This design comes from an exercise in tuning for small area on the open sky130 flow, not from production work. Where RTL was checked, it was by simulation tests only, not by an equivalence proof against the original. For runs 2 to 4, only the layout was checked, not whether the RTL still works. Power is estimated from default activity; no workload was simulated. The clock port is modelled as an ideal driver; clocking choices that lean on that would not hold on a real chip.

$ cat flow/config.mk
export PLATFORM = sky130hd
export DESIGN_NAME = ofdm_payload_rx
export DESIGN_NICKNAME = ofdm_payload_rx
export VERILOG_FILES = /design/flow/design.v
export SDC_FILE = /design/flow/constraint.sdc
export NUM_CORES = 4
export LEC_CHECK = 0
export CAP_MARGIN = 20
export CORE_MARGIN = 2
export CORE_UTILIZATION = 60
export PLACE_DENSITY = 0.7
export SLEW_MARGIN = 20
$ cat flow/standard.sh
#!/bin/bash
# synth_recipe.tcl (not shown) runs the flow's synth.tcl, then flattens the netlist and writes it again
# the make line also repeats each setting of config.mk as NAME=value (left out here)
make -C /OpenROAD-flow-scripts/flow DESIGN_CONFIG=/design/flow/config.mk WORK_HOME=/design/flow/orfs CLKGATE_MAP_FILE= SYNTH_SCRIPT=/design/flow/synth_recipe.tcl "${@:-finish}"
$ cat flow/design.v
`timescale 1ns/1ps
module subcarrier_selector
(
    input  logic        clk,
    input  logic        reset,
    input  logic        accept_i,
    input  logic [2:0]  modulation_i,
    output logic        is_data_o,
    output logic        last_o,
    output logic        mod_qpsk_o,
    output logic        mod_qam16_o,
    output logic [2:0]  data_cnt_o
);
    localparam logic [255:0] USED_SUBCARRIER_MASK =
        ({256{1'b1}} << 156) | (((256'd1 << 101) - 256'd1) & ~256'd1);
    localparam logic [255:0] PILOT_MASK =
        (256'd1 << 13)  | (256'd1 << 38)  | (256'd1 << 63)  | (256'd1 << 88) |
        (256'd1 << 168) | (256'd1 << 193) | (256'd1 << 218) | (256'd1 << 243);
    localparam logic [255:0] DATA_SUBCARRIER_MASK =
        USED_SUBCARRIER_MASK & ~PILOT_MASK;
    logic [7:0] sc_cnt_q;
    assign is_data_o = DATA_SUBCARRIER_MASK[sc_cnt_q];
    assign last_o    = accept_i && (sc_cnt_q == 8'd255);
    always_ff @(posedge clk)
    begin
        if (reset)
        begin
            sc_cnt_q    <= '0;
            data_cnt_o  <= '0;
            mod_qpsk_o  <= 1'b0;
            mod_qam16_o <= 1'b0;
        end
        else if (accept_i)
        begin
            sc_cnt_q <= sc_cnt_q + 1'b1;
            if (sc_cnt_q == '0)
            begin
                mod_qpsk_o  <= (modulation_i == 3'd1);
                mod_qam16_o <= (modulation_i == 3'd2);
            end
            if (is_data_o)
                data_cnt_o <= data_cnt_o + 1'b1;
        end
    end
endmodule
`timescale 1ns/1ps
module constellation_demapper
(
    input  logic [31:0] sample_i,
    output logic        sign_i_o,
    output logic        inner_i_o,
    output logic        sign_q_o,
    output logic        inner_q_o
);
    localparam logic signed [15:0] QAM16_THRESHOLD = 16'sd8192;
    logic signed [15:0] s_i;
    logic signed [15:0] s_q;
    assign s_i       = sample_i[31:16];
    assign s_q       = sample_i[15:0];
    assign sign_i_o  = s_i[15];
    assign sign_q_o  = s_q[15];
    assign inner_i_o = (s_i < QAM16_THRESHOLD) && (s_i > -QAM16_THRESHOLD);
    assign inner_q_o = (s_q < QAM16_THRESHOLD) && (s_q > -QAM16_THRESHOLD);
endmodule
`timescale 1ns/1ps
module payload_assembler
(
    input  logic        clk,
    input  logic        reset,
    input  logic        write_i,
    input  logic        last_i,
    input  logic        mod_qpsk_i,
    input  logic        mod_qam16_i,
    input  logic [2:0]  data_cnt_i,
    input  logic        sign_i_i,
    input  logic        inner_i_i,
    input  logic        sign_q_i,
    input  logic        inner_q_i,
    input  logic        byte_ready_i,
    output logic [7:0]  byte_o,
    output logic        byte_valid_o,
    output logic        sending_o
);
    localparam int RINGS = 48;
    logic [7:0]  acc_q;
    logic [3:0]  acc_lo_q;
    logic        acc_full_q;
    logic        acc_wait_q;
    logic        byte_done;
    logic        push;
    logic [7:0]  push_byte;
    logic [2:0]  pend_q;
    logic        sym_qpsk_q;
    logic        sym_qam16_q;
    logic [6:0]  rd_cnt_q;
    logic        rd_last;
    logic        rd;
    logic        phase_q;
    logic        slot_q;
    logic        rd_slot_q;
    logic [1:0]  rd_pend_q;
    logic        shift_q;
    logic        shift_n_q;
    logic        acc_full_d;
    logic        acc_wait_d;
    logic        byte_valid_d;
    logic        sending_d;
    logic [6:0]  rd_cnt_d;
    logic        slot_d;
    logic [1:0]  rd_pend_d;
    logic        shift_d;
    logic [7:0]  head_x;
    logic [7:0]  head_y;
    logic [7:0]  ring_x_q [RINGS];
    logic [7:0]  ring_y_q [RINGS];
    always_comb
    begin
        if (mod_qam16_i)
            byte_done = data_cnt_i[0];
        else if (mod_qpsk_i)
            byte_done = (data_cnt_i[1:0] == 2'd3);
        else
            byte_done = (data_cnt_i == 3'd7);
    end
    always_ff @(posedge clk)
    begin
        if (write_i)
        begin
            if (mod_qam16_i)
                acc_q[4*data_cnt_i[0] +: 4] <= {inner_q_i, sign_q_i, inner_i_i, sign_i_i};
            else if (mod_qpsk_i)
                acc_q[2*data_cnt_i[1:0] +: 2] <= {sign_q_i, sign_i_i};
            else
                acc_q[data_cnt_i] <= sign_i_i;
        end
    end
    always_ff @(posedge clk)
    begin
        if (acc_full_q)
            acc_lo_q <= acc_q[3:0];
    end
    assign push      = (acc_full_q || acc_wait_q) && !sending_o && (phase_q == slot_q);
    assign push_byte = acc_wait_q ? {acc_q[7:4], acc_lo_q} : acc_q;
    always_comb
    begin
        acc_full_d = (write_i && byte_done) || (acc_full_q && sending_o);
        acc_wait_d = acc_full_q && !sending_o && !push;
    end
    always_ff @(posedge clk)
    begin
        if (last_i)
        begin
            sym_qpsk_q  <= mod_qpsk_i;
            sym_qam16_q <= mod_qam16_i;
        end
    end
    always_comb
    begin
        if (sym_qam16_q)
            rd_last = (rd_cnt_q == 7'd95);
        else if (sym_qpsk_q)
            rd_last = (rd_cnt_q == 7'd47);
        else
            rd_last = (rd_cnt_q == 7'd23);
    end
    assign rd = sending_o && byte_ready_i;
    always_comb
    begin
        byte_valid_d = rd;
        sending_d    = sending_o;
        rd_cnt_d     = rd_cnt_q;
        slot_d       = slot_q;
        if (pend_q[2])
            sending_d = 1'b1;
        if (push)
            slot_d = !slot_q;
        if (rd)
        begin
            if (rd_last)
            begin
                sending_d = 1'b0;
                rd_cnt_d  = '0;
                slot_d    = !phase_q;
            end
            else
            begin
                rd_cnt_d = rd_cnt_q + 1'b1;
                slot_d   = !slot_q;
            end
        end
        for (int s = 0; s < 2; s++)
            rd_pend_d[s] = (rd && slot_q == 1'(s)) || (rd_pend_q[s] && phase_q != 1'(s));
    end
    always_ff @(posedge clk)
    begin
        if (reset)
        begin
            pend_q       <= '0;
            sending_o    <= 1'b0;
            rd_cnt_q     <= '0;
            byte_valid_o <= 1'b0;
            acc_full_q   <= 1'b0;
            acc_wait_q   <= 1'b0;
            phase_q      <= 1'b0;
            slot_q       <= 1'b0;
            rd_pend_q    <= '0;
        end
        else
        begin
            pend_q       <= {pend_q[1:0], last_i};
            sending_o    <= sending_d;
            rd_cnt_q     <= rd_cnt_d;
            byte_valid_o <= byte_valid_d;
            acc_full_q   <= acc_full_d;
            acc_wait_q   <= acc_wait_d;
            phase_q      <= !phase_q;
            slot_q       <= slot_d;
            rd_pend_q    <= rd_pend_d;
        end
    end
    always_ff @(posedge clk)
    begin
        if (rd)
            rd_slot_q <= slot_q;
    end
    assign shift_d = ((acc_full_d || acc_wait_d) && !sending_d && (!phase_q == slot_d))
                   || rd_pend_d[!phase_q];
    always_ff @(posedge clk)
    begin
        shift_q   <= !reset && shift_d;
        shift_n_q <= reset || !shift_d;
    end
    always_ff @(posedge clk)
    begin
        ring_y_q[0] <= ({8{shift_q}} & push_byte) | ({8{shift_n_q}} & ring_x_q[0]);
        for (int r = 1; r < RINGS; r++)
            ring_y_q[r] <= ({8{shift_q}} & ring_x_q[r-1]) | ({8{shift_n_q}} & ring_x_q[r]);
        for (int r = 0; r < RINGS; r++)
            ring_x_q[r] <= ring_y_q[r];
    end
    always_comb
    begin
        if (sym_qam16_q)
        begin
            head_x = ring_x_q[47];
            head_y = ring_y_q[47];
        end
        else if (sym_qpsk_q)
        begin
            head_x = ring_x_q[23];
            head_y = ring_y_q[23];
        end
        else
        begin
            head_x = ring_x_q[11];
            head_y = ring_y_q[11];
        end
        byte_o = (rd_slot_q == phase_q) ? head_x : head_y;
    end
endmodule
`timescale 1ns/1ps
module ofdm_payload_rx
(
    input  logic        clk,
    input  logic        reset,
    input  logic        sample_valid_i,
    input  logic [31:0] sample_i,
    input  logic [2:0]  modulation_i,
    input  logic        byte_ready_i,
    output logic        byte_valid_o,
    output logic [7:0]  byte_o,
    output logic        busy_o
);
    logic       accept;
    logic       is_data;
    logic       last;
    logic       mod_qpsk;
    logic       mod_qam16;
    logic [2:0] data_cnt;
    logic       sign_i;
    logic       inner_i;
    logic       sign_q;
    logic       inner_q;
    logic       sending;
    assign accept = sample_valid_i && !sending;
    subcarrier_selector u_selector (
        .clk          (clk),
        .reset        (reset),
        .accept_i     (accept),
        .modulation_i (modulation_i),
        .is_data_o    (is_data),
        .last_o       (last),
        .mod_qpsk_o   (mod_qpsk),
        .mod_qam16_o  (mod_qam16),
        .data_cnt_o   (data_cnt)
    );
    constellation_demapper u_demapper (
        .sample_i  (sample_i),
        .sign_i_o  (sign_i),
        .inner_i_o (inner_i),
        .sign_q_o  (sign_q),
        .inner_q_o (inner_q)
    );
    payload_assembler u_assembler (
        .clk          (clk),
        .reset        (reset),
        .write_i      (accept && is_data),
        .last_i       (last),
        .mod_qpsk_i   (mod_qpsk),
        .mod_qam16_i  (mod_qam16),
        .data_cnt_i   (data_cnt),
        .sign_i_i     (sign_i),
        .inner_i_i    (inner_i),
        .sign_q_i     (sign_q),
        .inner_q_i    (inner_q),
        .byte_ready_i (byte_ready_i),
        .byte_o       (byte_o),
        .byte_valid_o (byte_valid_o),
        .sending_o    (sending)
    );
    assign busy_o = sending;
endmodule
$ cat flow/flow/run.sh
#!/bin/bash
# Standard ORFS layout, with single-strength port buffers and a clock tree
# built from larger sink clusters without dummy loads.
set -euo pipefail
export BUFFER_PORTS_ARGS="-buffer_cell sky130_fd_sc_hd__buf_1"
export CTS_ARGS="-sink_clustering_enable -repair_clock_nets -sink_clustering_size 30 -sink_clustering_max_diameter 100 -dont_use_dummy_load"
bash standard.sh > standard.log 2>&1
$ cat flow/constraint.sdc
create_clock -name core_clock -period 6.0 [get_ports {clk}]
set_input_delay 1.2000 -clock core_clock [delete_from_list [all_inputs] [get_ports {clk}]]
set_output_delay 1.2000 -clock core_clock [all_outputs]
set_load 0.01 [all_outputs]
==> results of run 1 <==
[synthesized netlist by cell type (all sizes together) (3+ instances only)]
cell      n
a21oi    32
ha       14
nor2     48
xnor2     9
edfxtp   15
a211oi    3
nand4     7
xor2      6
nor2b     8
mux2i    10
buf      17
a31oi     3
nor4      7
clkbuf   93
a221oi    3
o32ai     3
mux4      8
nand2    26
inv      18
and3      6
nand3     6
or3       3
nand2b    7
nor3      9
mux2      3
a22o    384
o21ai    17
dfxtp   801
[layer usage]
metal / vias to the layer above / wire length, um
li1: 5742 / -
met1: 5656 / 16400
met2: 149 / 15100
met3: 40 / 941
met4: 0 / 534
met5: - / 0
[metrics by stage]
| stage | utilization (%) | instance area (um2) | worst slack (ns) |
|---|---|---|---|
| after floorplan | - | 22300 | 3.24 |
| after global placement | 61.9 | 22700 | 3.07 |
| after detailed placement | 61.9 | 22700 | 3.04 |
| after CTS | 64.0 | 23400 | 2.35 |
| after global routing | 64.0 | 23400 | 2.23 |
| final | 64.0 | 23400 | 2.43 |
[flip-flops by register name, summed over array words and instances, names as in the netlist, 2 cells and up, named ones only]
register / cells
u_assembler.acc_lo_q: 4
u_assembler.pend_q: 3
u_assembler.rd_cnt_q: 7
u_assembler.rd_pend_q: 2
u_assembler.ring_x_q: 384
u_assembler.ring_y_q: 384
u_selector.data_cnt_o: 3
u_selector.sc_cnt_q: 8
[placed cells by master, fill, tap and decap left out, types with 7 or more instances in the layout]
cell type / instances
nand2_1: 26
a22o_1: 384
a21oi_1: 31
nand4_1: 7
mux2i_1: 10
buf_1: 48
nor4_1: 7
xnor2_1: 9
ha_1: 14
edfxtp_1: 15
nand2b_1: 7
clkbuf_16: 31
nor3_1: 8
o21ai_0: 15
nor2_1: 48
nor2b_1: 8
dfxtp_1: 799
inv_1: 18
mux4_2: 8
[logic make-up (layout without fill, tap and decap cells)]
kind of cell,count (synthesis),in the layout,share of synthesized area [%]
buffers and inverters,128,103,2.25
adder cells (fa/ha/maj),14,14,0.787
AND/OR/NAND/NOR,142,142,3.26
flip-flops,816,816,74.1
multiplexers,21,21,1.41
AO/OA/AOI/OAI,470,470,17.6
XOR/XNOR,15,15,0.590
[worst paths after layout]
| check | start | endpoint | slack (ns) | cells past startpoint |
|---|---|---|---|---|
| worst max-delay path | u_assembler.sym_qpsk_q | byte_o[4] | 2.43 | 4 |
| worst min-delay path | u_assembler.ring_y_q[0][7] | u_assembler.ring_x_q[0][7] | 0.30 | 0 |
| worst max register to register | u_selector.data_cnt_o[0] | register | 3.32 | 7 |
| worst min register to register | u_assembler.ring_y_q[0][7] | u_assembler.ring_x_q[0][7] | 0.30 | 0 |
[worst reg2reg max path: stages, from the launching register on]
cell and delay (ns):
dfxtp_1 0.70, inv_1 0.22, ha_1 0.38, xnor2_1 0.51
nand2_1 0.12, a221oi_1 0.26, a311o_1 0.16, o21ai_0 0.08
[final cells by class]
type	instances	area, um2
Clock buffer	31	776
Fill cell	2771	13200
Inverter	18	67.6
Multi-Input combinational cell	662	5280
Sequential cell	816	16500
Tap cell	468	586
Timing Repair Buffer	54	250
[where the power goes]
part	switching [mW]	internal, mW	leakage [nW]
clock	1.44	0.927	0.382
sequential	0.0455	5.51	6.59
combinational	0.0892	0.0644	2.04
==> flow_metrics.tcl, run 1 <==
set metrics [dict create \
    start_kind "register" \
    clock_latency_ns 0.61 \
    rsz0062_at_grt "false" \
    slew_headroom_pct 29.0 \
    drc_errors 0 \
    synthFlopType "dfxtp_1" \
    yosysSeqAreaShare_pct 74.1 \
    power.leakage_nw 9.02 \
    crit_type "reg -> out" \
    avgViaCountPerCell 5.65 \
    drt_iter0_drc 735 \
    die_w_um 197 \
    dieArea_mm2 0.0386 \
    yosys.area.top_type "dfxtp_1" \
    cts_tree "built" \
    diodes 0 \
    fmax_ghz 0.280 \
    grt_util_met3_pct 2.10 \
    io_buffers 48 \
    post_drt_wl_per_cell_um 16.1 \
    post-cts-setup-buffers 0 \
    dieHeight_um 197 \
    path_cells "mux4_2, nor2_1, a21oi_1, buf_1" \
    yosysWarnings 4 \
    path_clk_slew_ns 0.10 \
    syn_area_per_cell_um2 13.9 \
    antenna_found_initial 0 \
    wirelength_um 33000 \
    fin_crit_sh_pct 59.5 \
    power_density_mw_per_mm2 344 \
    synth_seq_cells 816 \
    whs_ns 0.300 \
    power.total_mw 8.08 \
    critical_path.max_stage_delay_ns 0.83 \
    yosys.area.top_type_share_pct 72.1 \
    clock_skew_ns 0.0529 \
    root_buffer "clkbuf_16" \
    cp_max_fo 12 \
    min_period_ns 3.57 \
    yosysUniqueCellTypes 63 \
    syn_inst 1606 \
    final_layout_size_suffix_gt1_share_pct 3.42 \
    grt_max_degree 250 \
    synth.area.top_cells "dfxtp_1 72%, a22o_1 15%, edfxtp_1 2.0%, clkbuf_1 1.6%, mux4_2 0.81%" \
    slew_violations 0 \
    areaGrowthSynthToFinish_pct 5.36 \
    critPathArrivalTime_ns 2.37 \
    critical_path.top_delay_family "flip-flops" \
    dp_hpwl_um 18700 \
    required_ns 4.80 \
    grt_pass1_wl_um 55500 \
    place_inst 2018 \
    tns_ns 0 \
    maxCapViolCount 0 \
    holdBufCountCts 0 \
    postRouteAntennaNets 0 \
    start_util_pct 60.8 \
    endpoint_kind "output pin" \
    finalSetupViolCount 0 \
    coreArea_mm2 0.0366 \
    drtPass1Iterations 5 \
    cts.sink_count 816 \
    cts_buffer_depth 3 \
    cp_slowest_cell "edfxtp_1" \
    io_pins 49 \
    cts_buffers 31 \
    vdd_ir_drop_max_v 0.000226 \
    top_usage_layer "met2" \
    grtUsageTotal_pct 17.0 \
    synth_edf_count 15 \
    async_reset_ff_share_pct 0 \
    min_path_type "reg -> reg" \
    htreeDepth 1 \
    grt_pass1_vias 11000 \
    syn-num-nets 1659 \
    rows 70 \
    fin_cells 2049 \
    grt_use_met1_pct 24.9 \
    synthesis.area_mm2 0.0223 \
    cts_resized 0 \
    grt.overflow.total 0 \
    cp.buffers_inverters 1 \
    worstMarginPinSlew_ns 1.07 \
    final_nets 1636 \
    gp_congestion 0.841 \
    vias 11600 \
    status "finished clean" \
    grt_use_met2_pct 27.3 \
    hold_viol_final 0 \
]
==> inputs of run 2 (changes only) <==
--- a/flow/design.v
+++ b/flow/design.v
@@ -81,38 +81,46 @@
     output logic        byte_valid_o,
     output logic        sending_o
 );
-    localparam int RINGS = 48;
-    logic [7:0]  acc_q;
-    logic [3:0]  acc_lo_q;
-    logic        acc_full_q;
-    logic        acc_wait_q;
-    logic        byte_done;
-    logic        push;
-    logic [7:0]  push_byte;
-    logic [2:0]  pend_q;
-    logic        sym_qpsk_q;
-    logic        sym_qam16_q;
-    logic [6:0]  rd_cnt_q;
-    logic        rd_last;
-    logic        rd;
-    logic        phase_q;
-    logic        slot_q;
-    logic        rd_slot_q;
-    logic [1:0]  rd_pend_q;
-    logic        shift_q;
-    logic        shift_n_q;
-    logic        acc_full_d;
-    logic        acc_wait_d;
-    logic        byte_valid_d;
-    logic        sending_d;
-    logic [6:0]  rd_cnt_d;
-    logic        slot_d;
-    logic [1:0]  rd_pend_d;
-    logic        shift_d;
-    logic [7:0]  head_x;
-    logic [7:0]  head_y;
-    logic [7:0]  ring_x_q [RINGS];
-    logic [7:0]  ring_y_q [RINGS];
+    localparam int SLOTS = 3;
+    localparam int RINGS = 96 / SLOTS;
+    localparam int SW    = 2;
+    logic [7:0]    acc_q;
+    logic [7:0]    hold_q;
+    logic          acc_full_q;
+    logic          hold_full_q;
+    logic          byte_done;
+    logic          push;
+    logic [7:0]    push_byte;
+    logic [2:0]    pend_q;
+    logic          sym_qpsk_q;
+    logic          sym_qam16_q;
+    logic [6:0]    rd_cnt_q;
+    logic          rd_last;
+    logic          rd;
+    logic [SW-1:0] phase_q;
+    logic [SW-1:0] phase_d;
+    logic [SW-1:0] slot_q;
+    logic [SW-1:0] slot_d;
+    logic [SW-1:0] rd_slot_q;
+    logic [SLOTS-1:0] rd_pend_q;
+    logic [SLOTS-1:0] rd_pend_d;
+    logic          shift_q;
+    logic          shift_n_q;
+    logic          shift_d;
+    logic          acc_full_d;
+    logic          hold_full_d;
+    logic          hold_load;
+    logic          byte_valid_d;
+    logic          sending_d;
+    logic [6:0]    rd_cnt_d;
+    logic [7:0]    head [SLOTS];
+    logic          round_q;
+    logic [7:0]    push_code;
+    logic [7:0]    rd_code;
+    logic [7:0]    ring_q [RINGS][SLOTS];
+    function automatic logic [SW-1:0] next_slot(input logic [SW-1:0] s);
+        next_slot = (s == SW'(SLOTS - 1)) ? '0 : s + 1'b1;
+    endfunction
     always_comb
     begin
         if (mod_qam16_i)
@@ -134,17 +142,18 @@
                 acc_q[data_cnt_i] <= sign_i_i;
         end
     end
-    always_ff @(posedge clk)
+    assign push      = (acc_full_q || hold_full_q) && !sending_o && (phase_q == slot_q);
+    assign push_byte = hold_full_q ? hold_q : acc_q;
+    assign hold_load = acc_full_q && !(push && !hold_full_q) && (!hold_full_q || push);
+    always_comb
     begin
-        if (acc_full_q)
-            acc_lo_q <= acc_q[3:0];
+        hold_full_d = hold_load || (hold_full_q && !push);
+        acc_full_d  = (write_i && byte_done) || (acc_full_q && !(push && !hold_full_q) && !hold_load);
     end
-    assign push      = (acc_full_q || acc_wait_q) && !sending_o && (phase_q == slot_q);
-    assign push_byte = acc_wait_q ? {acc_q[7:4], acc_lo_q} : acc_q;
-    always_comb
+    always_ff @(posedge clk)
     begin
-        acc_full_d = (write_i && byte_done) || (acc_full_q && sending_o);
-        acc_wait_d = acc_full_q && !sending_o && !push;
+        if (hold_load)
+            hold_q <= acc_q;
     end
     always_ff @(posedge clk)
     begin
@@ -163,7 +172,8 @@
         else
             rd_last = (rd_cnt_q == 7'd23);
     end
-    assign rd = sending_o && byte_ready_i;
+    assign rd      = sending_o && byte_ready_i;
+    assign phase_d = next_slot(phase_q);
     always_comb
     begin
         byte_valid_d = rd;
@@ -173,23 +183,23 @@
         if (pend_q[2])
             sending_d = 1'b1;
         if (push)
-            slot_d = !slot_q;
+            slot_d = next_slot(slot_q);
         if (rd)
         begin
             if (rd_last)
             begin
                 sending_d = 1'b0;
                 rd_cnt_d  = '0;
-                slot_d    = !phase_q;
+                slot_d    = phase_d;
             end
             else
             begin
                 rd_cnt_d = rd_cnt_q + 1'b1;
-                slot_d   = !slot_q;
+                slot_d   = next_slot(slot_q);
             end
         end
-        for (int s = 0; s < 2; s++)
-            rd_pend_d[s] = (rd && slot_q == 1'(s)) || (rd_pend_q[s] && phase_q != 1'(s));
+        for (int s = 0; s < SLOTS; s++)
+            rd_pend_d[s] = (rd && slot_q == SW'(s)) || (rd_pend_q[s] && phase_q != SW'(s));
     end
     always_ff @(posedge clk)
     begin
@@ -200,9 +210,9 @@
             rd_cnt_q     <= '0;
             byte_valid_o <= 1'b0;
             acc_full_q   <= 1'b0;
-            acc_wait_q   <= 1'b0;
-            phase_q      <= 1'b0;
-            slot_q       <= 1'b0;
+            hold_full_q  <= 1'b0;
+            phase_q      <= '0;
+            slot_q       <= '0;
             rd_pend_q    <= '0;
         end
         else
@@ -212,8 +222,8 @@
             rd_cnt_q     <= rd_cnt_d;
             byte_valid_o <= byte_valid_d;
             acc_full_q   <= acc_full_d;
-            acc_wait_q   <= acc_wait_d;
-            phase_q      <= !phase_q;
+            hold_full_q  <= hold_full_d;
+            phase_q      <= phase_d;
             slot_q       <= slot_d;
             rd_pend_q    <= rd_pend_d;
         end
@@ -223,8 +233,8 @@
         if (rd)
             rd_slot_q <= slot_q;
     end
-    assign shift_d = ((acc_full_d || acc_wait_d) && !sending_d && (!phase_q == slot_d))
-                   || rd_pend_d[!phase_q];
+    assign shift_d = ((acc_full_d || hold_full_d) && !sending_d && (phase_d == slot_d))
+                   || rd_pend_d[phase_d];
     always_ff @(posedge clk)
     begin
         shift_q   <= !reset && shift_d;
@@ -232,30 +242,37 @@
     end
     always_ff @(posedge clk)
     begin
-        ring_y_q[0] <= ({8{shift_q}} & push_byte) | ({8{shift_n_q}} & ring_x_q[0]);
+        if (reset)
+            round_q <= 1'b0;
+        else if (phase_q == SW'(SLOTS - 1))
+            round_q <= !round_q;
+    end
+    assign push_code = push_byte ^ {8{round_q}};
+    always_ff @(posedge clk)
+    begin
+        ring_q[0][SLOTS-1] <= ~(({8{shift_q}} & push_code) | ({8{shift_n_q}} & ring_q[0][0]));
         for (int r = 1; r < RINGS; r++)
-            ring_y_q[r] <= ({8{shift_q}} & ring_x_q[r-1]) | ({8{shift_n_q}} & ring_x_q[r]);
+            ring_q[r][SLOTS-1] <= ~(({8{shift_q}} & ring_q[r-1][0]) | ({8{shift_n_q}} & ring_q[r][0]));
         for (int r = 0; r < RINGS; r++)
-            ring_x_q[r] <= ring_y_q[r];
+            for (int c = 0; c < SLOTS - 1; c++)
+                ring_q[r][c] <= ring_q[r][c+1];
     end
     always_comb
     begin
-        if (sym_qam16_q)
-        begin
-            head_x = ring_x_q[47];
-            head_y = ring_y_q[47];
-        end
-        else if (sym_qpsk_q)
+        for (int c = 0; c < SLOTS; c++)
         begin
-            head_x = ring_x_q[23];
-            head_y = ring_y_q[23];
-        end
-        else
-        begin
-            head_x = ring_x_q[11];
-            head_y = ring_y_q[11];
+            if (sym_qam16_q)
+                head[c] = ring_q[96 / SLOTS - 1][c];
+            else if (sym_qpsk_q)
+                head[c] = ring_q[48 / SLOTS - 1][c];
+            else
+                head[c] = ring_q[24 / SLOTS - 1][c];
         end
-        byte_o = (rd_slot_q == phase_q) ? head_x : head_y;
+        rd_code = head[0];
+        for (int c = 0; c < SLOTS; c++)
+            if (rd_slot_q == SW'((int'(phase_q) + c) % SLOTS))
+                rd_code = head[c];
+        byte_o = rd_code ^ {8{round_q ^ (phase_q > rd_slot_q)}};
     end
 endmodule
 `timescale 1ns/1ps
==> run 2 against run 1 <==
  * Global-route usage down 0.41 points
  * Largest power group unchanged
  * Still clean
  * Critical endpoint is now byte_o[7]
  * First-iteration DRC count down 2.0%
  * Combinational power rose to 3.9 times the previous value
==> flow_metrics.tcl, run 2 <==
set metrics [dict create \
    tns_ns 0 \
    grt_pass1_vias 10800 \
    synthFlopType "dfxtp_1" \
    dieHeight_um 194 \
    grt_max_degree 104 \
    reg_top3 "u_assembler.ring_q (768), u_assembler.hold_q (8), u_selector.sc_cnt_q (8)" \
    yosysSeqAreaShare_pct 76.9 \
    yosysUniqueCellTypes 67 \
    coreArea_mm2 0.0357 \
    cts_tree "built" \
    stdcell_area_mm2 0.0230 \
    drc_errors 0 \
    grtUsageTotal_pct 16.6 \
    cts.sink_count 825 \
    gp_congestion 0.780 \
    fin_util_pct 64.5 \
    postRouteAntennaNets 0 \
    whs_ns 0.295 \
    min_path_type "reg -> reg" \
    cts_buffer_depth 3 \
    wirelength_um 31700 \
    maxCapViolCount 0 \
    root_buffer "clkbuf_16" \
    grt_use_met1_pct 24.3 \
    drt_iter0_drc 720 \
    largest_reg_flops 768 \
    synth_edf_count 20 \
    final-seq-area_mm2 0.0167 \
    dp_hpwl_um 18700 \
    ys_top_cells_by_count "805 x dfxtp_1, 256 x a22oi_1, 70 x clkbuf_1, 50 x nor2_1, 44 x nand2_1" \
    place_ws_ns 2.23 \
    p_int_mw 8.29 \
    syn_inst 1586 \
    power.total_mw 10.6 \
    r2r-start "u_selector.data_cnt_o[0]" \
    synth_seq_cells 825 \
    finalSetupViolCount 0 \
    dieArea_mm2 0.0378 \
    critPathLaunch "u_assembler.phase_q[0]" \
    clock_latency_ns 0.59 \
    avgViaCountPerCell 5.46 \
    power.leakage_nw 9.09 \
    top_usage_layer "met2" \
    async_reset_ff_share_pct 0 \
    areaGrowthSynthToFinish_pct 5.71 \
    required_ns 4.80 \
    grt_util_met3_pct 2.46 \
    yosysWarnings 4 \
    io_pins 49 \
    syn_area_per_cell_um2 13.7 \
    cp_max_fo 16 \
    rows 69 \
    layout_commonest_cell "dfxtp_1" \
    rsz0062_at_grt "false" \
    clkPwrFrac_pct 22.4 \
    slew_violations 0 \
    start_util_pct 61.0 \
    cts_buffers 31 \
    combPwrFrac_pct 5.7 \
    grt_use_met2_pct 26.3 \
    hold_start "u_assembler.ring_q[76][2]" \
    fmax_ghz 0.227 \
    synth.area.top_cells "dfxtp_1 74%, a22oi_1 8.8%, edfxtp_1 2.8%, mux2i_1 1.8%, clkbuf_1 1.2%" \
    io_buffers 48 \
    post-cts-setup-buffers 0 \
    yosys.area.top_type "dfxtp_1" \
    post_drt_wl_per_cell_um 15.5 \
    swShare_pct 22.0 \
    fin_cells 2049 \
    die_w_um 194 \
    critPathArrivalTime_ns 3.21 \
    vias 11200 \
    regMostFlops "u_assembler.ring_q" \
    holdBufCountCts 0 \
    status "finished clean" \
    diodes 0 \
    cts_resized 0 \
    drtPass1Iterations 7 \
    multi_input_area_mm2 0.00458 \
    place_inst 2018 \
    htreeDepth 1 \
    hold_viol_final 0 \
    grt.overflow.total 0 \
    final_nets 1650 \
    start_kind "register" \
    final_cell_mix "803 x dfxtp_1, 256 x a22oi_1, 50 x nor2_1" \
    path_clk_slew_ns 0.11 \
    final_layout_size_suffix_gt1_share_pct 3.40 \
    placed_cell_area_mm2 0.0222 \
    synthesis.area_mm2 0.0217 \
    clock_skew_ns 0.0373 \
    vdd_ir_drop_max_v 0.000322 \
    pwr-share-seq_pct 71.9 \
    grt_pass1_wl_um 53200 \
    syn-num-nets 1646 \
    p_sw_mw 2.34 \
    fill_cells 2597 \
    min_period_ns 4.41 \
    antenna_found_initial 0 \
    synthMostInstantiatedCell "dfxtp_1" \
    endpoint_kind "output pin" \
    power_density_mw_per_mm2 462 \
    crit_type "reg -> out" \
    yosys.area.top_type_share_pct 74.1 \
    fin_crit_sh_pct 73.6 \
    setup_ws_ns 1.59 \
    slew_headroom_pct 27.3 \
    worstMarginPinSlew_ns 1.09 \
]
[run 2: cell types whose count changed in the layout (fill, tap and decap cells not counted), moves of 6 or more]
cell | before | now
a22o_1 | 384 | 0
a22oi_1 | 1 | 256
mux2i_1 | 10 | 40
o21ai_0 | 15 | 38
nand2_1 | 26 | 44
xnor2_1 | 9 | 25
a211oi_1 | 3 | 14
a21oi_1 | 31 | 40
mux4_2 | 8 | 0
ha_1 | 14 | 21
nand2b_1 | 7 | 1
[run 2: path summary, 6_finish.rpt]
kind                                                  end  slack, ns  cells after the start
worst max-delay path                            byte_o[7]       1.59                      8
worst min-delay path            u_assembler.ring_q[75][2]       0.30                      0
worst min register to register  u_assembler.ring_q[75][2]       0.30                      0
worst max register to register                   register       3.22                      7
[run 2: cells by family after synthesis]
group	Yosys count	share of synthesized area, %
adders and majority gates	21	1.21
xor gates and xnor gates	36	1.48
muxes	43	2.00
buffers and inverters	106	2.03
and+or+nand+nor	172	3.93
AOI/OAI and AO/OA	383	12.5
DFF	825	76.9
[run 2: critical path: stages, from the launching register on]
cell and delay, ns:
dfxtp_1 0.50, inv_1 0.17, ha_1 0.37, xor2_1 0.16, nand2_1 0.40, a211oi_1 0.36, a21oi_1 0.08, xnor2_1 0.39
buf_1 0.20
[run 2: power groups by stage]
stage	Clock, mW	Sequential, mW	Combinational [mW]
floorplan	0	7.52	0.488
global placement	0	7.70	0.586
detailed placement	0	7.76	0.611
CTS	2.47	7.66	0.619
global route	2.66	7.81	0.701
finish	2.39	7.64	0.603
[run 2: cell type report]
| class | instances | share of cell area [%] |
|---|---|---|
| clock buffers | 31 | 3.38 |
| inverters | 20 | 0.327 |
| multi-input cells | 655 | 19.9 |
| flip-flops and latches | 825 | 72.8 |
| well taps | 461 | 2.51 |
| repair buffers | 57 | 1.08 |
[run 2: per-layer routing]
layer  wire, um  vias up
met1      15800     5402
met5          0        -
li1           -     5556
met3       1190       48
met2      14000      187
met4        684        0
==> inputs of run 3 (changes only) <==
--- a/flow/design.v
+++ b/flow/design.v
@@ -250,9 +250,9 @@
     assign push_code = push_byte ^ {8{round_q}};
     always_ff @(posedge clk)
     begin
-        ring_q[0][SLOTS-1] <= ~(({8{shift_q}} & push_code) | ({8{shift_n_q}} & ring_q[0][0]));
+        ring_q[0][SLOTS-1] <= ~(({8{shift_q}} | ring_q[0][0]) & ({8{shift_n_q}} | push_code));
         for (int r = 1; r < RINGS; r++)
-            ring_q[r][SLOTS-1] <= ~(({8{shift_q}} & ring_q[r-1][0]) | ({8{shift_n_q}} & ring_q[r][0]));
+            ring_q[r][SLOTS-1] <= ~(({8{shift_q}} | ring_q[r][0]) & ({8{shift_n_q}} | ring_q[r-1][0]));
         for (int r = 0; r < RINGS; r++)
             for (int c = 0; c < SLOTS - 1; c++)
                 ring_q[r][c] <= ring_q[r][c+1];
==> run 3 against run 2 <==
  * Critical endpoint unchanged
  * Clock skew increased by 0.0011 ns
  * Clock-buffer cell count stayed put
  * Still clean
  * Setup slack improved by 0.011 ns
  * Combinational power rose by about 10%
  * Fmax up 0.26%
==> flow_metrics.tcl, run 3 <==
set metrics [dict create \
    largest_reg_flops 768 \
    cp_max_fo 16 \
    status "finished clean" \
    dieHeight_um 193 \
    clock_skew_ns 0.0383 \
    yosys.area.top_type "dfxtp_1" \
    grt.overflow.total 0 \
    post_drt_wl_per_cell_um 15.5 \
    drt_iter0_drc 585 \
    yosysUniqueCellTypes 66 \
    cts_tree "built" \
    wirelength_um 31700 \
    hold_viol_final 0 \
    slew_headroom_pct 31.8 \
    power.leakage_nw 8.85 \
    grt_pass1_wl_um 51700 \
    grt_max_degree 102 \
    postRouteAntennaNets 0 \
    start_util_pct 60.5 \
    endpoint_kind "output pin" \
    cts_buffers 31 \
    synth.area.top_cells "dfxtp_1 75%, o22ai_1 7.5%, edfxtp_1 2.8%, mux2i_1 1.9%, ha_1 1.2%" \
    synth_seq_cells 825 \
    dieArea_mm2 0.0372 \
    wl_met2_um 13900 \
    stdcell_area_mm2 0.0227 \
    avgViaCountPerCell 5.40 \
    dp_hpwl_um 18300 \
    vias 11100 \
    syn_area_per_cell_um2 13.5 \
    synthFlopType "dfxtp_1" \
    wl_met1_um 16300 \
    syn-num-nets 1646 \
    io_buffers 48 \
    fin_crit_sh_pct 73.4 \
    worstMarginPinSlew_ns 1.02 \
    finalSetupViolCount 0 \
    min_period_ns 4.40 \
    layout_commonest_cell "dfxtp_1" \
    multi_input_area_mm2 0.00426 \
    min_path_type "reg -> reg" \
    final_nets 1649 \
    drtPass1Iterations 5 \
    htreeDepth 1 \
    cts_resized 0 \
    reg_top3 "u_assembler.ring_q (768), u_assembler.hold_q (8), u_selector.sc_cnt_q (8)" \
    synthMostInstantiatedCell "dfxtp_1" \
    final_cell_mix "803 x dfxtp_1, 257 x o22ai_1, 50 x nor2_1" \
    synthesis.area_mm2 0.0214 \
    areaGrowthSynthToFinish_pct 5.77 \
    cts_buffer_depth 3 \
    regMostFlops "u_assembler.ring_q" \
    coreArea_mm2 0.0354 \
    maxCapViolCount 0 \
    final-seq-area_mm2 0.0167 \
    root_buffer "clkbuf_16" \
    async_reset_ff_share_pct 0 \
    tns_ns 0 \
    holdBufCountCts 0 \
    io_pins 49 \
    die_w_um 193 \
    yosys.area.top_type_share_pct 75.2 \
    placed_cell_area_mm2 0.0219 \
    yosysWarnings 4 \
    vdd_ir_drop_max_v 0.000384 \
    required_ns 4.80 \
    grt_pass1_vias 10600 \
    synth_edf_count 20 \
    grtUsageTotal_pct 16.8 \
    cts.sink_count 825 \
    start_kind "register" \
    critPathArrivalTime_ns 3.20 \
    fill_cells 2656 \
    rsz0062_at_grt "false" \
    antenna_found_initial 0 \
    post-cts-setup-buffers 0 \
    ys_top_cells_by_count "805 x dfxtp_1, 257 x o22ai_1, 65 x clkbuf_1, 50 x nor2_1, 44 x nand2_1" \
    fmax_ghz 0.227 \
    gp_congestion 0.879 \
    final_layout_size_suffix_gt1_share_pct 3.34 \
    wl_met3_um 1070 \
    path_clk_slew_ns 0.12 \
    power_density_mw_per_mm2 483 \
    drc_errors 0 \
    diodes 0 \
    rows 69 \
    crit_type "reg -> out" \
    fin_util_pct 64.0 \
    syn_inst 1586 \
    r2r_slack_ns 3.38 \
    clock_latency_ns 0.59 \
    yosysSeqAreaShare_pct 78.0 \
    whs_ns 0.324 \
    slew_violations 0 \
    top_layer "met4" \
]
## run 3: layout make-up
type	instances	share of cell area (%)
timing repair buffer	56	1.06
tap	461	2.55
sequential	825	73.8
clock buffer	31	3.42
multi-input combinational	655	18.8
inverter	20	0.331
## run 3: power by group
group / switching [mW] / total [mW] / internal, mW
registers: 0.656 / 7.89 / 7.23
logic: 0.318 / 0.664 / 0.346
clock network: 1.46 / 2.39 / 0.928
## run 3: worst max-delay path, cell delays in order (launching register included)
cell and delay [ns]:
dfxtp_1 0.49, inv_1 0.16, ha_1 0.37, xor2_1 0.16
nand2_1 0.40, a211oi_1 0.36, a21oi_1 0.08, xnor2_1 0.37
buf_1 0.21
## run 3: logic make-up after synthesis
kind of cell | synth area share, %
fa+ha+maj | 1.23
mux | 2.03
compound gates | 11.2
xor+xnor | 1.51
flops | 78.0
simple gates | 3.99
buf+inv | 2.06
## run 3: worst paths after layout
| kind | startpoint | to | depth (start not counted) |
|---|---|---|---|
| setup / recovery | u_assembler.phase_q[0] | byte_o[7] | 8 |
| hold / removal | u_assembler.ring_q[29][2] | u_assembler.ring_q[28][2] | 0 |
| setup reg to reg | u_selector.data_cnt_o[0] | register | 7 |
| hold reg to reg | u_assembler.ring_q[29][2] | u_assembler.ring_q[28][2] | 0 |
## run 3: layer usage
metal	track usage (%)	vias up
met5	0	-
met4	3.55	0
met3	2.14	36
met2	27.0	167
met1	24.6	5276
li1	-	5577
## run 3: through the flow
stage / total power [mW] / setup slack [ns] / instances
6_report: 10.9 / 1.60 / 2048
5_1_grt: 11.5 / 1.30 / 2048
4_1_cts: 11.0 / 1.58 / 2048
3_5_place_dp: 8.67 / 2.25 / 2017
3_3_place_gp: 8.59 / 2.29 / 2017
2_1_floorplan: 8.28 / 2.89 / 1586
==> inputs of run 4 (changes only) <==
==> flow/flow/run.sh (replaced) <==
#!/bin/bash
# Standard ORFS layout, with single-strength port buffers and a clock tree
# built from larger sink clusters without dummy loads.
set -euo pipefail
export BUFFER_PORTS_ARGS="-buffer_cell sky130_fd_sc_hd__buf_1"
export CTS_ARGS="-sink_clustering_enable -repair_clock_nets -sink_clustering_size 20 -sink_clustering_max_diameter 60 -buf_list sky130_fd_sc_hd__clkbuf_8 -dont_use_dummy_load"
bash standard.sh > standard.log 2>&1
==> run 4 against run 3 <==
  * Sequential share of layout area up 0.33 points
  * Setup slack worse by 0.016 ns
  * Wire length down 0.31%
  * First-iteration DRC count down 8.0%
  * Via count up 0.70%
  * Critical endpoint is now byte_o[2]
  * Largest cell class unchanged
  * Largest power group unchanged
  * Highest routed layer unchanged
==> flow_metrics.tcl, run 4 <==
set metrics [dict create \
    power_density_mw_per_mm2 477 \
    ys_top_cells_by_count "805 x dfxtp_1, 257 x o22ai_1, 65 x clkbuf_1, 50 x nor2_1, 44 x nand2_1" \
    fmax_ghz 0.226 \
    cts.sink_count 825 \
    areaGrowthSynthToFinish_pct 5.29 \
    tns_ns 0 \
    drt_iter0_drc 538 \
    endpoint_kind "output pin" \
    p_int_mw 8.32 \
    htreeDepth 2 \
    final_layout_size_suffix_gt1_share_pct 4.42 \
    grtUsageTotal_pct 17.1 \
    clock_skew_ns 0.0354 \
    synth_seq_cells 825 \
    antenna_found_initial 0 \
    regMostFlops "u_assembler.ring_q" \
    required_ns 4.80 \
    multi_input_area_mm2 0.00426 \
    wirelength_um 31600 \
    root_buffer "clkbuf_8" \
    swShare_pct 22.7 \
    cts_tree "built" \
    power.leakage_nw 8.82 \
    post-cts-setup-buffers 0 \
    crit_type "reg -> out" \
    async_reset_ff_share_pct 0 \
    grt.overflow.total 0 \
    synth_edf_count 20 \
    status "finished clean" \
    yosysSeqAreaShare_pct 78.0 \
    hold_end "u_assembler.ring_q[10][6]" \
    finalSetupViolCount 0 \
    clkPwrFrac_pct 20.5 \
    clock_latency_ns 0.62 \
    yosys.area.top_type "dfxtp_1" \
    largest_reg_flops 768 \
    path_clk_slew_ns 0.11 \
    rsz0062_at_grt "false" \
    vdd_ir_drop_max_v 0.000345 \
    grt_pass1_wl_um 52200 \
    setup_ws_ns 1.58 \
    fin_util_pct 63.7 \
    place_ws_ns 2.25 \
    r2r-start "u_selector.data_cnt_o[0]" \
    vias 11100 \
    gp_congestion 0.879 \
    combPwrFrac_pct 6.2 \
    grt_pass1_vias 10700 \
    whs_ns 0.307 \
    io_pins 49 \
    holdBufCountCts 0 \
    slew_violations 0 \
    start_util_pct 60.5 \
    drc_errors 0 \
    synthMostInstantiatedCell "dfxtp_1" \
    avgViaCountPerCell 5.39 \
    p_sw_mw 2.44 \
    dp_hpwl_um 18300 \
    final_cell_mix "803 x dfxtp_1, 257 x o22ai_1, 50 x nor2_1" \
    final_nets 1667 \
    hold_viol_final 0 \
    pwr-share-seq_pct 73.3 \
    cts_buffers 49 \
    drtPass1Iterations 5 \
    stdcell_area_mm2 0.0226 \
    yosys.area.top_type_share_pct 75.2 \
    worstMarginPinSlew_ns 1.03 \
    dieHeight_um 193 \
    r2r_slack_ns 3.32 \
    slew_headroom_pct 31.6 \
    die_w_um 193 \
    postRouteAntennaNets 0 \
    dieArea_mm2 0.0372 \
    min_period_ns 4.42 \
    cts_resized 0 \
    syn_inst 1586 \
    cp_max_fo 9 \
    hold_depth 0 \
    fin_crit_sh_pct 73.6 \
    grt_max_degree 102 \
    synth.area.top_cells "dfxtp_1 75%, o22ai_1 7.5%, edfxtp_1 2.8%, mux2i_1 1.9%, ha_1 1.2%" \
    hold_start "u_assembler.ring_q[11][6]" \
    syn-num-nets 1646 \
    min_path_type "reg -> reg" \
    synthFlopType "dfxtp_1" \
    io_buffers 48 \
    coreArea_mm2 0.0354 \
    layout_commonest_cell "dfxtp_1" \
    fill_cells 2683 \
    rows 69 \
    start_kind "register" \
    placed_cell_area_mm2 0.0219 \
    maxCapViolCount 0 \
    syn_area_per_cell_um2 13.5 \
    synthesis.area_mm2 0.0214 \
    final-seq-area_mm2 0.0167 \
    cp_slowest_cell "nand2_1" \
    critPathArrivalTime_ns 3.22 \
    diodes 0 \
    yosysUniqueCellTypes 66 \
    reg2reg_depth 7 \
    cts_buffer_depth 3 \
    post_drt_wl_per_cell_um 15.3 \
    path_cells "inv_1, ha_1, xor2_1, nand2_1, mux2i_1, a21oi_1, xnor2_1, buf_1" \
    critical_path.max_stage_delay_ns 0.48 \
    yosysWarnings 4 \
    reg_top3 "u_assembler.ring_q (768), u_assembler.hold_q (8), u_selector.sc_cnt_q (8)" \
]
## run 4: cell counts after synthesis
Identical to the previous run, type by type.
## run 4: kinds of logic after synthesis
kind of cell | synth area share [%]
AND/OR/NAND/NOR | 3.99
XOR/XNOR | 1.51
adder cells (fa/ha/maj) | 1.23
flip-flops | 78.0
multiplexers | 2.03
AO/OA/AOI/OAI | 11.2
buffers and inverters | 2.06
## run 4: through the flow
stage | cells | total power [mW]
3_3_place_gp | 2017 | 8.59
3_5_place_dp | 2017 | 8.67
4_1_cts | 2066 | 10.9
6_report | 2066 | 10.8
2_1_floorplan | 1586 | 8.28
5_1_grt | 2066 | 11.3
## run 4: layout make-up
class / count / area share [%]
clock buffer: 49 / 2.99
inverter: 20 / 0.333
multi-input combinational: 655 / 18.9
sequential: 825 / 74.1
tap: 461 / 2.56
timing repair buffer: 56 / 1.07
## run 4: critical path, delay by kind of cell, from the launching register on
| family | cells | cell delay, ns |
|---|---|---|
| buf+inv | 2 | 0.36 |
| compound gates | 1 | 0.11 |
| flops | 1 | 0.47 |
| fa+ha+maj | 1 | 0.37 |
| xor+xnor | 2 | 0.56 |
| simple gates | 1 | 0.48 |
| mux | 1 | 0.27 |
## run 4: power groups by stage
stage | Combinational (mW) | Clock (mW) | Sequential, mW
finish | 0.661 | 2.21 | 7.89
global route | 0.751 | 2.48 | 8.07
CTS | 0.670 | 2.30 | 7.91
detailed placement | 0.663 | 0 | 8.01
global placement | 0.639 | 0 | 7.95
floorplan | 0.537 | 0 | 7.74
## run 4: worst max path at each step
stage | startpoint | to | slack [ns]
after floorplan | u_assembler.phase_q[0] | byte_o[5] | 2.89
after global placement | u_assembler.phase_q[0] | byte_o[7] | 2.29
after detailed placement | u_assembler.phase_q[0] | byte_o[7] | 2.25
after CTS | u_assembler.phase_q[0] | byte_o[7] | 1.57
after global routing | u_assembler.phase_q[0] | byte_o[2] | 1.31
final | u_assembler.phase_q[0] | byte_o[2] | 1.58
## run 4: routing by layer
metal	GRT usage [%]	vias up	wire, um	share of wire [%]
met5	0	-	0	0
met2	26.5	198	13600	43
met3	2.99	58	1240	3.9
li1	-	5595	-	-
met4	5.04	0	670	2.1
met1	24.9	5282	16000	51
==> inputs of run 5 (changes only) <==
--- a/flow/design.v
+++ b/flow/design.v
@@ -114,9 +114,6 @@
     logic          sending_d;
     logic [6:0]    rd_cnt_d;
     logic [7:0]    head [SLOTS];
-    logic          round_q;
-    logic [7:0]    push_code;
-    logic [7:0]    rd_code;
     logic [7:0]    ring_q [RINGS][SLOTS];
     function automatic logic [SW-1:0] next_slot(input logic [SW-1:0] s);
         next_slot = (s == SW'(SLOTS - 1)) ? '0 : s + 1'b1;
@@ -242,17 +239,9 @@
     end
     always_ff @(posedge clk)
     begin
-        if (reset)
-            round_q <= 1'b0;
-        else if (phase_q == SW'(SLOTS - 1))
-            round_q <= !round_q;
-    end
-    assign push_code = push_byte ^ {8{round_q}};
-    always_ff @(posedge clk)
-    begin
-        ring_q[0][SLOTS-1] <= ~(({8{shift_q}} | ring_q[0][0]) & ({8{shift_n_q}} | push_code));
+        ring_q[0][SLOTS-1] <= ({8{shift_q}} & push_byte) | ({8{shift_n_q}} & ring_q[0][0]);
         for (int r = 1; r < RINGS; r++)
-            ring_q[r][SLOTS-1] <= ~(({8{shift_q}} | ring_q[r][0]) & ({8{shift_n_q}} | ring_q[r-1][0]));
+            ring_q[r][SLOTS-1] <= ({8{shift_q}} & ring_q[r-1][0]) | ({8{shift_n_q}} & ring_q[r][0]);
         for (int r = 0; r < RINGS; r++)
             for (int c = 0; c < SLOTS - 1; c++)
                 ring_q[r][c] <= ring_q[r][c+1];
@@ -268,11 +257,10 @@
             else
                 head[c] = ring_q[24 / SLOTS - 1][c];
         end
-        rd_code = head[0];
+        byte_o = head[0];
         for (int c = 0; c < SLOTS; c++)
             if (rd_slot_q == SW'((int'(phase_q) + c) % SLOTS))
-                rd_code = head[c];
-        byte_o = rd_code ^ {8{round_q ^ (phase_q > rd_slot_q)}};
+                byte_o = head[c];
     end
 endmodule
 `timescale 1ns/1ps
==> flow/flow/run.sh (replaced) <==
#!/bin/bash
# Standard ORFS layout, with single-strength port buffers and a clock tree
# built from larger sink clusters without dummy loads.
set -euo pipefail
export BUFFER_PORTS_ARGS="-buffer_cell sky130_fd_sc_hd__buf_1"
export CTS_ARGS="-sink_clustering_enable -repair_clock_nets -sink_clustering_size 30 -sink_clustering_max_diameter 100 -dont_use_dummy_load"
bash standard.sh > standard.log 2>&1
==> run 5 against run 4 <==
  * Still clean on timing, DRC and antenna
  * Global-route usage is 0.71 points lower
  * Non-clock buffer count down 3
  * First-iteration DRC count grew 25%
  * Clock power grew 8%
  * Final cell count decreased by 2.2%
  * Design area rose by 1.8%
  * Flip-flop and latch count down 1
  * Sequential power shrank about 30%
  * Critical path depth is the same
==> flow_metrics.tcl, run 5 <==
set metrics [dict create \
    syn_area_per_cell_um2 13.9 \
    tns_ns 0 \
    power.leakage_nw 8.91 \
    synth.area.top_cells "dfxtp_1 74%, a22o_1 10%, edfxtp_1 2.8%, mux2i_1 1.3%, clkbuf_1 1.2%" \
    crit_top_cell "a21oi_1" \
    wl_met1_um 16400 \
    ys_top_cells_by_count "804 x dfxtp_1, 256 x a22o_1, 72 x clkbuf_1, 68 x nor2_1, 53 x a21oi_1" \
    post_drt_wl_per_cell_um 15.6 \
    cp.buffers_inverters 2 \
    maxCapViolCount 0 \
    worstMarginPinSlew_ns 1.23 \
    slew_headroom_pct 17.7 \
    final_nets 1619 \
    cts_resized 0 \
    start_kind "register" \
    cts_buffer_depth 3 \
    clock_latency_ns 0.60 \
    vdd_ir_drop_max_v 0.000305 \
    areaGrowthSynthToFinish_pct 5.80 \
    io_buffers 48 \
    fin_crit_sh_pct 70.2 \
    yosysSeqAreaShare_pct 76.9 \
    synth_seq_cells 824 \
    htreeDepth 1 \
    gp_congestion 0.823 \
    drt_iter0_drc 674 \
    cp_slowest_cell "dfxtp_1" \
    start_util_pct 61.0 \
    finalSetupViolCount 0 \
    cp_max_fo 16 \
    fmax_ghz 0.237 \
    rows 69 \
    dieArea_mm2 0.0377 \
    dieHeight_um 194 \
    antenna_found_initial 0 \
    drtPass1Iterations 4 \
    fill_cells 2661 \
    hold_viol_final 0 \
    final_layout_size_suffix_gt1_share_pct 2.95 \
    critPathArrivalTime_ns 3.01 \
    diodes 0 \
    postRouteAntennaNets 0 \
    cts_tree "built" \
    post-cts-setup-buffers 0 \
    min_path_type "reg -> reg" \
    synthesis.area_mm2 0.0217 \
    avgViaCountPerCell 5.37 \
    vias 10800 \
    yosys.area.top_type "dfxtp_1" \
    regMostFlops "u_assembler.ring_q" \
    wl_met3_um 1170 \
    wl_met2_um 13500 \
    slew_violations 0 \
    yosysUniqueCellTypes 50 \
    cts.sink_count 824 \
    crit_type "reg -> out" \
    final_cell_mix "802 x dfxtp_1, 256 x a22o_1, 68 x nor2_1" \
    io_pins 49 \
    clock_skew_ns 0.0599 \
    rsz0062_at_grt "false" \
    endpoint_kind "output pin" \
    status "finished clean" \
    grt_max_degree 210 \
    syn-num-nets 1620 \
    dp_hpwl_um 17700 \
    synth_edf_count 20 \
    die_w_um 194 \
    reg_top3 "u_assembler.ring_q (768), u_assembler.hold_q (8), u_selector.sc_cnt_q (8)" \
    critical_path.max_stage_delay_ns 0.49 \
    grt_pass1_wl_um 52600 \
    yosys.area.top_type_share_pct 74.1 \
    wirelength_um 31500 \
    coreArea_mm2 0.0356 \
    path_clk_slew_ns 0.12 \
    min_period_ns 4.21 \
    holdBufCountCts 0 \
    required_ns 4.80 \
    async_reset_ff_share_pct 0 \
    fin_util_pct 64.6 \
    largest_reg_flops 768 \
    top_layer "met4" \
    grtUsageTotal_pct 16.4 \
    path_cells "inv_1, ha_1, xor2_1, nand2_1, nor2_1, a21oi_1, a21oi_1, buf_1" \
    layout_commonest_cell "dfxtp_1" \
    synthFlopType "dfxtp_1" \
    power_density_mw_per_mm2 351 \
    grt.overflow.total 0 \
    syn_inst 1562 \
    drc_errors 0 \
    grt_pass1_vias 10500 \
    yosysWarnings 4 \
    root_buffer "clkbuf_16" \
    critical_path.top_delay_family "simple AND/OR/NAND/NOR gates" \
    cts_buffers 31 \
    synthMostInstantiatedCell "dfxtp_1" \
]
run 5: final cells by class:
type | count | area (um2) | area share [%]
Timing Repair Buffer | 53 | 243 | 1.06
Multi-Input combinational cell | 631 | 4590 | 20.0
Inverter | 20 | 75.1 | 0.327
Sequential cell | 824 | 16700 | 72.7
Tap cell | 461 | 577 | 2.51
Clock buffer | 31 | 776 | 3.38
run 5: path summary, 6_finish.rpt:
kind         slack [ns]                startpoint                  endpoint  cells after the start
max reg2reg        3.37  u_selector.data_cnt_o[0]                  register                      8
min                0.29  u_assembler.ring_q[2][0]  u_assembler.ring_q[1][0]                      0
max                1.79    u_assembler.phase_q[1]                 byte_o[4]                      8
min reg2reg        0.29  u_assembler.ring_q[2][0]  u_assembler.ring_q[1][0]                      0
run 5: power breakdown:
part           internal [mW]  switching (mW)  total [mW]
registers               5.51          0.0186        5.53
clock network          0.928            1.46        2.39
logic                 0.0510          0.0876       0.139
total                   6.49            1.57        8.05
run 5: cell families (layout without fill, tap and decap cells):
family	Yosys count	in the layout	share of synthesized area (%)
compound gates	389	389	14.0
flops	824	824	76.9
fa+ha+maj	19	19	1.10
mux	33	33	1.54
simple gates	171	171	3.72
xor+xnor	19	19	0.767
buf+inv	107	104	1.93
run 5: metrics by stage:
stage	hold slack, ns	instances	area (um2)	total power [mW]	setup slack [ns]
finish	0.286	2020	23000	8.05	1.79
global route	0.292	2020	23000	8.32	1.60
CTS	0.288	2020	23000	8.12	1.78
detailed placement	0.312	1989	22200	5.79	2.44
global placement	0.310	1989	22200	5.79	2.48
floorplan	0.310	1562	21700	5.74	3.07
run 5: metal layers:
metal | global-route usage (%) | up-vias
li1 | - | 5446
met2 | 25.2 | 158
met5 | 0 | -
met4 | 3.28 | 0
met1 | 25.1 | 5201
met3 | 2.19 | 33
==> inputs of run 6 (changes only) <==
--- a/flow/design.v
+++ b/flow/design.v
@@ -101,7 +101,11 @@
     logic [SW-1:0] phase_d;
     logic [SW-1:0] slot_q;
     logic [SW-1:0] slot_d;
-    logic [SW-1:0] rd_slot_q;
+    logic [SLOTS-1:0] rd_cell_q;
+    logic          rd_inv_q;
+    logic          wr_qam16;
+    logic          wr_qpsk;
+    logic [7:0]    ring_in [RINGS];
     logic [SLOTS-1:0] rd_pend_q;
     logic [SLOTS-1:0] rd_pend_d;
     logic          shift_q;
@@ -113,7 +117,9 @@
     logic          byte_valid_d;
     logic          sending_d;
     logic [6:0]    rd_cnt_d;
-    logic [7:0]    head [SLOTS];
+    logic          round_q;
+    logic [7:0]    push_code;
+    logic [7:0]    rd_code;
     logic [7:0]    ring_q [RINGS][SLOTS];
     function automatic logic [SW-1:0] next_slot(input logic [SW-1:0] s);
         next_slot = (s == SW'(SLOTS - 1)) ? '0 : s + 1'b1;
@@ -227,8 +233,9 @@
     end
     always_ff @(posedge clk)
     begin
-        if (rd)
-            rd_slot_q <= slot_q;
+        for (int c = 0; c < SLOTS; c++)
+            rd_cell_q[c] <= (slot_q == SW'((int'(phase_d) + c) % SLOTS));
+        rd_inv_q <= (round_q ^ (phase_q == SW'(SLOTS - 1))) ^ (phase_d > slot_q);
     end
     assign shift_d = ((acc_full_d || hold_full_d) && !sending_d && (phase_d == slot_d))
                    || rd_pend_d[phase_d];
@@ -239,28 +246,38 @@
     end
     always_ff @(posedge clk)
     begin
-        ring_q[0][SLOTS-1] <= ({8{shift_q}} & push_byte) | ({8{shift_n_q}} & ring_q[0][0]);
-        for (int r = 1; r < RINGS; r++)
-            ring_q[r][SLOTS-1] <= ({8{shift_q}} & ring_q[r-1][0]) | ({8{shift_n_q}} & ring_q[r][0]);
+        if (reset)
+            round_q <= 1'b0;
+        else if (phase_q == SW'(SLOTS - 1))
+            round_q <= !round_q;
+    end
+    assign push_code = push_byte ^ {8{round_q}};
+    always_ff @(posedge clk)
+    begin
+        for (int r = 0; r < RINGS; r++)
+            ring_q[r][SLOTS-1] <= ~(({8{shift_q}} | ring_q[r][0]) & ({8{shift_n_q}} | ring_in[r]));
         for (int r = 0; r < RINGS; r++)
             for (int c = 0; c < SLOTS - 1; c++)
                 ring_q[r][c] <= ring_q[r][c+1];
     end
+    assign wr_qam16 = sending_o || ((pend_q != '0) ? sym_qam16_q : mod_qam16_i);
+    assign wr_qpsk  = !sending_o && ((pend_q != '0) ? sym_qpsk_q : mod_qpsk_i);
     always_comb
     begin
+        ring_in[0] = push_code;
+        for (int r = 1; r < RINGS; r++)
+            ring_in[r] = ring_q[r-1][0];
+        if (wr_qpsk)
+            ring_in[RINGS - 48 / SLOTS] = push_code;
+        if (!wr_qpsk && !wr_qam16)
+            ring_in[RINGS - 24 / SLOTS] = push_code;
+    end
+    always_comb
+    begin
+        rd_code = '0;
         for (int c = 0; c < SLOTS; c++)
-        begin
-            if (sym_qam16_q)
-                head[c] = ring_q[96 / SLOTS - 1][c];
-            else if (sym_qpsk_q)
-                head[c] = ring_q[48 / SLOTS - 1][c];
-            else
-                head[c] = ring_q[24 / SLOTS - 1][c];
-        end
-        byte_o = head[0];
-        for (int c = 0; c < SLOTS; c++)
-            if (rd_slot_q == SW'((int'(phase_q) + c) % SLOTS))
-                byte_o = head[c];
+            rd_code = rd_code | ({8{rd_cell_q[c]}} & ring_q[RINGS-1][c]);
+        byte_o = rd_code ^ {8{rd_inv_q}};
     end
 endmodule
 `timescale 1ns/1ps
==> flow/flow/run.sh (replaced) <==
#!/bin/bash
# Standard ORFS layout, with single-strength port buffers and a clock tree
# built from larger sink clusters without dummy loads.
set -euo pipefail
export BUFFER_PORTS_ARGS="-buffer_cell sky130_fd_sc_hd__buf_1"
export CTS_ARGS="-sink_clustering_enable -repair_clock_nets -sink_clustering_size 20 -sink_clustering_max_diameter 60 -buf_list sky130_fd_sc_hd__clkbuf_8 -dont_use_dummy_load"
bash standard.sh > standard.log 2>&1
==> run 6 against run 5 <==
  * Still clean
  * Clock-buffer cell count increased by 19
  * Via count fell by 1.0%
  * Final cell count shrank 1.6%
  * Worst hold slack worse by 0.0015 ns
  * Synthesized area fell by 3.0%
  * Sequential share of layout area up 2.5 points
==> flow_metrics.tcl, run 6 <==
set metrics [dict create \
    path_clk_slew_ns 0.11 \
    slew_violations 0 \
    synth_seq_cells 827 \
    wirelength_um 31200 \
    io_pins 49 \
    combPwrFrac_pct 7.1 \
    maxCapViolCount 0 \
    hold_depth 0 \
    die_w_um 191 \
    coreArea_mm2 0.0345 \
    ys_top_cells_by_count "809 x dfxtp_1, 259 x o22ai_1, 69 x clkbuf_1, 42 x nor2_1, 26 x nand2_1" \
    wl_met2_um 13200 \
    cp_slowest_cell "a222oi_1" \
    vias 10700 \
    power_density_mw_per_mm2 526 \
    root_buffer "clkbuf_8" \
    drtPass1Iterations 5 \
    synthMostInstantiatedCell "dfxtp_1" \
    yosysUniqueCellTypes 68 \
    regMostFlops "u_assembler.ring_q" \
    fmax_ghz 0.325 \
    tns_ns 0 \
    critical_path.max_stage_delay_ns 0.49 \
    syn-num-nets 1569 \
    gp_congestion 0.807 \
    async_reset_ff_share_pct 0 \
    antenna_found_initial 0 \
    grt_max_degree 257 \
    clock_latency_ns 0.62 \
    areaGrowthSynthToFinish_pct 5.61 \
    pwr-share-seq_pct 73.8 \
    syn_area_per_cell_um2 13.9 \
    yosys.area.top_type "dfxtp_1" \
    wl_met1_um 16200 \
    wl_met3_um 1190 \
    yosysWarnings 4 \
    cts_buffer_depth 3 \
    grt.overflow.total 0 \
    yosysSeqAreaShare_pct 79.5 \
    worstMarginPinSlew_ns 1.03 \
    drc_errors 0 \
    start_util_pct 61.0 \
    swShare_pct 23.1 \
    grtUsageTotal_pct 17.1 \
    fin_util_pct 64.4 \
    stdcell_area_mm2 0.0222 \
    fin_crit_sh_pct 51.2 \
    synth.area.top_cells "dfxtp_1 77%, o22ai_1 7.7%, edfxtp_1 2.6%, clkbuf_1 1.2%, mux2_2 1.1%" \
    endpoint_kind "output pin" \
    post-cts-setup-buffers 0 \
    final_nets 1589 \
    critPathArrivalTime_ns 1.87 \
    power.leakage_nw 8.61 \
    rows 68 \
    grt_pass1_vias 10300 \
    min_path_type "reg -> reg" \
    dieHeight_um 191 \
    io_buffers 48 \
    post_drt_wl_per_cell_um 15.7 \
    status "finished clean" \
    cp_max_fo 8 \
    clkPwrFrac_pct 19.1 \
    rsz0062_at_grt "false" \
    placed_cell_area_mm2 0.0215 \
    min_period_ns 3.07 \
    avgViaCountPerCell 5.40 \
    start_kind "register" \
    grt_pass1_wl_um 51700 \
    htreeDepth 2 \
    reg_top3 "u_assembler.ring_q (768), u_assembler.hold_q (8), u_selector.sc_cnt_q (8)" \
    final_cell_mix "807 x dfxtp_1, 259 x o22ai_1, 50 x clkbuf_8" \
    holdBufCountCts 0 \
    cts.sink_count 827 \
    syn_inst 1514 \
    diodes 0 \
    p_sw_mw 2.70 \
    cts_buffers 50 \
    largest_reg_flops 768 \
    cts_resized 0 \
    dp_hpwl_um 17200 \
    p_int_mw 9.00 \
    crit_type "reg -> out" \
    dieArea_mm2 0.0366 \
    drt_iter0_drc 519 \
    cts_tree "built" \
    finalSetupViolCount 0 \
    required_ns 4.80 \
    r2r_slack_ns 3.23 \
    clock_skew_ns 0.0923 \
    vdd_ir_drop_max_v 0.000328 \
    hold_start "u_assembler.ring_q[61][5]" \
    final_layout_size_suffix_gt1_share_pct 5.61 \
    postRouteAntennaNets 0 \
    reg2reg_depth 7 \
    layout_commonest_cell "dfxtp_1" \
    synth_edf_count 18 \
    slew_headroom_pct 31.2 \
    hold_end "u_assembler.ring_q[60][5]" \
    synthesis.area_mm2 0.0211 \
    hold_viol_final 0 \
    r2r-start "u_selector.data_cnt_o[0]" \
    fin_cells 1987 \
    place_inst 1936 \
    path_cells "a222oi_1, xnor2_1, buf_1" \
    top_layer "met4" \
    yosys.area.top_type_share_pct 76.9 \
    synthFlopType "dfxtp_1" \
    whs_ns 0.285 \
]
[run 6: cell count changes after synthesis, sizes merged, moves of 8 or more]
cell and delta:
nand2b +8, nor2 -25, o21ai -16, mux2 +16, o22ai +257, a222oi +8
a22o -256, a21oi -30, mux2i -15, nand2 -14, xnor2 +17, a211oi -9
[run 6: metrics by stage]
stage / total power [mW] / setup WS [ns]
after global routing: 12.3 / 2.83
after detailed placement: 9.58 / 3.18
after floorplan: 9.10 / 3.48
after CTS: 11.8 / 2.86
final: 11.7 / 2.93
after global placement: 9.48 / 3.22
[run 6: final cells by class]
type / instances / area (um2)
tap: 455 / 569
inverter: 17 / 63.8
timing repair buffer: 53 / 250
fill: 2573 / 12300
clock buffer: 50 / 688
multi-input combinational: 585 / 3930
sequential: 827 / 16700
[run 6: worst max-delay path by stage]
stage	to	cells after the start	slack [ns]	from
CTS	byte_o[1]	3	2.86	u_assembler.rd_cell_q[0]
detailed placement	u_assembler.shift_n_q	6	3.18	byte_ready_i
global placement	u_assembler.shift_n_q	6	3.22	byte_ready_i
global route	byte_o[1]	3	2.83	u_assembler.rd_cell_q[0]
floorplan	u_assembler.shift_n_q	6	3.48	byte_ready_i
finish	byte_o[1]	3	2.93	u_assembler.rd_cell_q[0]
[run 6: cell families after synthesis]
kind of cell / after synthesis / synth area share (%)
adders and majority gates: 16 / 0.950
DFF: 827 / 79.5
buffers and inverters: 102 / 1.88
xor gates and xnor gates: 32 / 1.33
AOI/OAI and AO/OA: 357 / 11.1
muxes: 34 / 1.73
and+or+nand+nor: 146 / 3.59
[run 6: critical path: cells and delay by family, from the launching register on]
kind | cells | cell delay, ns
AOI/OAI and AO/OA | 1 | 0.49
xor gates and xnor gates | 1 | 0.17
buffers and inverters | 1 | 0.17
DFF | 1 | 0.44
[run 6: metal layers]
layer | global-route usage [%] | vias to the layer above
met5 | 0 | -
met4 | 5.12 | 0
met3 | 3.03 | 57
met2 | 25.1 | 166
met1 | 25.8 | 5120
li1 | - | 5383
[run 6: power by group through the flow]
stage	Combinational, mW	Clock (mW)	Sequential [mW]
2_1_floorplan	0.695	0	8.41
3_3_place_gp	0.799	0	8.68
3_5_place_dp	0.831	0	8.75
4_1_cts	0.843	2.31	8.66
5_1_grt	0.943	2.51	8.88
6_report	0.833	2.23	8.64

[afterwards: timing with drivers on the ports]
How much do the figures lean on ideal ports? The routed layouts below were timed once more, with nothing changed but the port constraints.
Step 1: set_driving_cell puts a clkbuf_16 on clk and a buf_2 on each other input, an assumption about the parent block.
Step 2 times the ports against the registers' clock, not the clock port: input delays grow and output delays shrink by t, the midpoint of the rising clock arrivals with the driver on.
Slacks: ideal / step 1 / step 2; pairs: ideal / step 1.
run | t, ns | slack for setup (ns) | worst setup path after step 2 | worst register clock-pin slew, ns
run 1 | 0.635 | 2.428 / 2.377 / 3.011 | register to output | 0.11 / 0.11
run 2 | 0.628 | 1.586 / 1.532 / 2.160 | register to output | 0.11 / 0.11
run 3 | 0.631 | 1.598 / 1.541 / 2.173 | register to output | 0.12 / 0.12
run 4 | 0.653 | 1.582 / 1.530 / 2.183 | register to output | 0.11 / 0.11
run 5 | 0.621 | 1.785 / 1.732 / 2.352 | register to output | 0.12 / 0.12
run 6 | 0.625 | 2.927 / 2.880 / 3.192 | input to register | 0.11 / 0.11
After both steps every run listed still meets setup and hold.
